Background: an optimization exercise with open tools, aiming at small area and a short achievable clock period. Do not read the settings as production practice. Function was checked by simulation only, so behaviour that the tests miss may differ from the original.

## discrete_555_top
module discrete_555_top (
    input  wire         clk,
    input  wire         arst_n,
    input  wire         reg_wr,
    input  wire  [1:0]  reg_addr,
    input  wire  [15:0] reg_wdata,
    output logic [15:0] reg_rdata,
    output logic        audio_clk_en,
    output logic [15:0] vco_out,
    output logic [15:0] filt_out
);
    logic [15:0] d_raw;
    logic        run;
    logic [2:0]  filt_shift;
    logic [19:0] high_len;
    logic        vco_hi;
    audio_clk_enable u_audio_clk_enable (
        .clk          (clk),
        .arst_n       (arst_n),
        .audio_clk_en (audio_clk_en)
    );
    vco_ctrl_regs u_vco_ctrl_regs (
        .clk        (clk),
        .arst_n     (arst_n),
        .reg_wr     (reg_wr),
        .reg_addr   (reg_addr),
        .reg_wdata  (reg_wdata),
        .reg_rdata  (reg_rdata),
        .d_raw      (d_raw),
        .run        (run),
        .filt_shift (filt_shift),
        .vco_level  (vco_hi),
        .high_len   (high_len)
    );
    astable_555_vco u_astable_555_vco (
        .clk          (clk),
        .arst_n       (arst_n),
        .audio_clk_en (audio_clk_en),
        .run          (run),
        .d_raw        (d_raw),
        .out_hi       (vco_hi),
        .high_len     (high_len)
    );
    rc_lowpass u_rc_lowpass (
        .clk          (clk),
        .arst_n       (arst_n),
        .audio_clk_en (audio_clk_en),
        .filt_shift   (filt_shift),
        .in_hi        (vco_hi),
        .out          (filt_out)
    );
    assign vco_out = {vco_hi, 15'd0};
endmodule
==> flow/config.mk <==
export PLATFORM = sky130hd
export DESIGN_NAME = discrete_555_top
export DESIGN_NICKNAME = discrete_555_top
export VERILOG_FILES = /design/flow/design.v
export SDC_FILE = /design/flow/constraint.sdc
export NUM_CORES = 4
export LEC_CHECK = 0
export ABC_AREA = 1
export CAP_MARGIN = 20
export CORE_MARGIN = 2
export CORE_UTILIZATION = 40
export CTS_BUF_LIST = sky130_fd_sc_hd__clkbuf_4
export SLEW_MARGIN = 20
==> flow/constraint.sdc <==
create_clock -name core_clock -period 48.0 [get_ports {clk}]
set_input_delay 9.6000 -clock core_clock [delete_from_list [all_inputs] [get_ports {clk}]]
set_output_delay 9.6000 -clock core_clock [all_outputs]
set_load 0.01 [all_outputs]
standard.sh (not shown) runs the stock make flow with config.mk's settings and CLKGATE_MAP_FILE= SYNTH_SCRIPT=/design/flow/synth_recipe.tcl, a recipe that flattens the netlist after the stock synthesis.
==> flow/flow/run.sh <==
#!/bin/bash
# Layout flow: the standard synthesis, then the combinational logic of
# that netlist re-mapped by ABC (registers, their names and cell types kept
# as they are): the read-back path from reg_addr to reg_rdata for delay, the
# rest for area; then the standard layout from floorplan on.
# Each tool's output goes to its own log file in the work folder.
set -euo pipefail
WORK=$(pwd)
LIB=$FLOW_HOME/platforms/sky130hd/lib/sky130_fd_sc_hd__tt_025C_1v80.lib
R=$WORK/orfs/results/sky130hd/discrete_555_top/base

bash standard.sh synth > synth.log 2>&1

cp $R/1_2_yosys.v $WORK/standard_synth.v
python3 flow/mkmodels.py $LIB 'sky130_fd_sc_hd__(fa|ha)_[0-9]+' > $WORK/cell_models.v 2> mkmodels.log

cat > $WORK/reopt.ys <<EOT
read_liberty -lib $LIB
read_verilog $WORK/standard_synth.v
hierarchy -top $FLOW_TOP
tee -o $WORK/reopt_before.txt stat -liberty $LIB
techmap -map $WORK/cell_models.v
techmap
opt -purge
select -set io_cone w:reg_addr %co* w:reg_rdata %ci* %i
abc -liberty $LIB -dont_use sky130_fd_sc_hd__lpflow* -dont_use sky130_fd_sc_hd__probe* -D 300 @io_cone
abc -liberty $LIB -dont_use sky130_fd_sc_hd__lpflow* -dont_use sky130_fd_sc_hd__probe* -script "+strash;ifraig;dc2;strash;dch,-f;map,-a;topo;"
opt_clean -purge
splitnets
opt_clean -purge
hilomap -singleton -hicell sky130_fd_sc_hd__conb_1 HI -locell sky130_fd_sc_hd__conb_1 LO
insbuf -buf sky130_fd_sc_hd__buf_4 A X
opt_clean -purge
tee -o $WORK/reopt_after.txt stat -liberty $LIB
write_verilog -noattr -nohex -nodec $WORK/reopt.v
EOT
yosys -s $WORK/reopt.ys > reopt.log 2>&1

cp $WORK/reopt.v $R/1_2_yosys.v
touch $R/1_2_yosys.v
bash standard.sh "BUFFER_PORTS_ARGS=-buffer_cell sky130_fd_sc_hd__buf_2" finish > layout.log 2>&1
Other scripts of this flow, unchanged in this note and not shown: flow/flow/mkmodels.py
==> next run, changes <==
--- a/flow/flow/run.sh
+++ b/flow/flow/run.sh
@@ -16,0 +17,3 @@
+# the register cell types, where the read-back cone stops
+FF_STOP=$(grep -oE '^ *sky130_fd_sc_hd__(df|edf|sdf|dl)[a-z0-9_]+' $WORK/standard_synth.v | sort -u | sed 's/^ */:-/' | tr -d '\n')
+
@@ -25,3 +28,3 @@
-select -set io_cone w:reg_addr %co* w:reg_rdata %ci* %i
-abc -liberty $LIB -dont_use sky130_fd_sc_hd__lpflow* -dont_use sky130_fd_sc_hd__probe* -D 300 @io_cone
-abc -liberty $LIB -dont_use sky130_fd_sc_hd__lpflow* -dont_use sky130_fd_sc_hd__probe* -script "+strash;ifraig;dc2;strash;dch,-f;map,-a;topo;"
+select -set io_cone w:reg_addr %co*$FF_STOP w:reg_rdata %ci*$FF_STOP %i c:* %i
+abc -liberty $LIB -dont_use sky130_fd_sc_hd__lpflow* -dont_use sky130_fd_sc_hd__probe* -D 200 -script "+strash;dch,-f;map,-D,200;topo;stime,-c;buffer,-c;upsize,-c;dnsize,-c;" @io_cone
+abc -liberty $LIB -dont_use sky130_fd_sc_hd__lpflow* -dont_use sky130_fd_sc_hd__probe* -script "+strash;ifraig;dc2;dc2;strash;dch,-f;map,-a;topo;"
@@ -31,2 +34,4 @@
-hilomap -singleton -hicell sky130_fd_sc_hd__conb_1 HI -locell sky130_fd_sc_hd__conb_1 LO
-insbuf -buf sky130_fd_sc_hd__buf_4 A X
+# internal wire names hidden, so that a register driving an output port
+# drives the port's net with no assign; one tie cell per constant bit
+rename -hide w:* i:* o:* %u %d
+hilomap -hicell sky130_fd_sc_hd__conb_1 HI -locell sky130_fd_sc_hd__conb_1 LO
- CTS_BUF_LIST: sky130_fd_sc_hd__clkbuf_4 -> sky130_fd_sc_hd__clkbuf_8
- CTS_CLUSTER_DIAMETER: not set -> 55
- CTS_CLUSTER_SIZE: not set -> 20
=>
- global-route usage fell by 0.87 points
- area after synthesis decreases by a few percent
- synthesized cell count increases by a few percent
- cell area goes down by a few percent
- utilization is higher by 0.29 points
- worst hold slack is better by 0.028 ns
- sequential share of layout area rises by 0.89 points
==> next run, changes <==
--- a/flow/flow/run.sh
+++ b/flow/flow/run.sh
@@ -5 +5,2 @@
-# rest for area; then the standard layout from floorplan on.
+# rest for area; half adders whose sum is unused become AND gates; then
+# the standard layout from floorplan on.
@@ -44 +45,3 @@
-cp $WORK/reopt.v $R/1_2_yosys.v
+python3 flow/fixcells.py $WORK/reopt.v $WORK/reopt_fixed.v > fixcells.log 2>&1
+
+cp $WORK/reopt_fixed.v $R/1_2_yosys.v
==> flow/flow/fixcells.py (new file) <==
#!/usr/bin/env python3
"""Replace half adders whose SUM output drives nothing by AND gates (the
carry of a half adder is A & B). usage: fixcells.py IN.v OUT.v"""
import re, sys
from collections import Counter
txt = open(sys.argv[1]).read()
cell_re = re.compile(r'(sky130_fd_sc_hd__\w+)\s+(\S+)\s*\((.*?)\);', re.S)
use = Counter()
for m in cell_re.finditer(txt):
    for p, n in re.findall(r'\.(\w+)\(([^)]*)\)', m.group(3)):
        use[n.strip()] += 1
# nets on ports are used outside
for m in re.finditer(r'^\s*(?:input|output|inout)\s+(?:\[[^\]]*\]\s*)?([^;]+);', txt, re.M):
    for n in m.group(1).split(','):
        use[n.strip()] += 1
count = 0
def fix(m):
    global count
    typ, name, body = m.group(1), m.group(2), m.group(3)
    if not re.fullmatch(r'sky130_fd_sc_hd__ha_1', typ):
        return m.group(0)
    pins = dict((p, n.strip()) for p, n in re.findall(r'\.(\w+)\(([^)]*)\)', body))
    s = pins.get('SUM', '')
    if s and use[s] > 1:
        return m.group(0)
    if 'COUT' not in pins or not pins['COUT']:
        return m.group(0)
    count += 1
    return (f"sky130_fd_sc_hd__and2_1 {name} (\n    .A({pins['A']}),\n    .B({pins['B']}),\n"
            f"    .X({pins['COUT']})\n  );")
out = cell_re.sub(fix, txt)
open(sys.argv[2], 'w').write(out)
print(f"half adders with an unused sum replaced by and2: {count}")
- CTS_CLUSTER_DIAMETER: 55 -> 50
- CTS_CLUSTER_SIZE: 20 -> 16
Effect: Sequential cell count is unchanged. Routed wire length rises by 1.0%. Via count hardly moves. Area after synthesis falls by 0.42%.
==> next run, changes <==
--- a/flow/flow/run.sh
+++ b/flow/flow/run.sh
@@ -3,4 +3,2 @@
-# that netlist re-mapped by ABC (registers, their names and cell types kept
-# as they are): the read-back path from reg_addr to reg_rdata for delay, the
-# rest for area; half adders whose sum is unused become AND gates; then
-# the standard layout from floorplan on.
+# that netlist re-mapped by ABC for area (registers, their names and cell
+# types kept as they are), then the standard layout from floorplan on.
@@ -18,3 +15,0 @@
-# the register cell types, where the read-back cone stops
-FF_STOP=$(grep -oE '^ *sky130_fd_sc_hd__(df|edf|sdf|dl)[a-z0-9_]+' $WORK/standard_synth.v | sort -u | sed 's/^ */:-/' | tr -d '\n')
-
@@ -29,2 +23,0 @@
-select -set io_cone w:reg_addr %co*$FF_STOP w:reg_rdata %ci*$FF_STOP %i c:* %i
-abc -liberty $LIB -dont_use sky130_fd_sc_hd__lpflow* -dont_use sky130_fd_sc_hd__probe* -D 200 -script "+strash;dch,-f;map,-D,200;topo;stime,-c;buffer,-c;upsize,-c;dnsize,-c;" @io_cone
@@ -45,3 +38 @@
-python3 flow/fixcells.py $WORK/reopt.v $WORK/reopt_fixed.v > fixcells.log 2>&1
-
-cp $WORK/reopt_fixed.v $R/1_2_yosys.v
+cp $WORK/reopt.v $R/1_2_yosys.v
- CTS_BUF_LIST: sky130_fd_sc_hd__clkbuf_8 -> sky130_fd_sc_hd__clkbuf_4
- CTS_CLUSTER_DIAMETER: 50 -> not set
- CTS_CLUSTER_SIZE: 16 -> not set
removed: flow/flow/fixcells.py
- utilization is about the same
- critical path depth came out higher by 2
- via count goes down by 0.32%
- cell area shrinks by about 0.4%
- worst setup slack gets worse by 0.96 ns
- worst hold slack loses 0.034 ns
- cell count hardly moves
- count of clock-buffer cells in the layout rises by 56

afterwards: timing with drivers on the ports:
The results above use ideal ports. As a check the final layouts listed here were re-extracted and re-timed, cells and wires unchanged. Step 1, drivers: a clkbuf_16 drives clk and a buf_2 each remaining input, both assumed. Step 2 moves the port delays by t, midway between the first and last clock arrival at a register: inputs arrive t later, outputs are due t later. That takes back most of the time a late clock gives input paths. Three values: no drivers, after step 1, after step 2; two values: the first two.
run | shift t [ns] | setup WS [ns] | slew at the worst register clock pin (ns) | worst data-port slew with drivers (ns) | cell pins on the clock port's net
the first run | 0.777 | 27.160 / 27.141 / 27.141 | 0.08 / 0.08 | 0.05 | 1
the second run | 0.653 | 27.875 / 27.852 / 27.852 | 0.11 / 0.11 | 0.04 | 1
the third run | 0.655 | 27.866 / 27.843 / 27.843 | 0.10 / 0.10 | 0.04 | 1
the fourth run | 0.830 | 26.909 / 26.886 / 26.886 | 0.08 / 0.08 | 0.04 | 1
After both steps setup and hold are still met in every run listed.
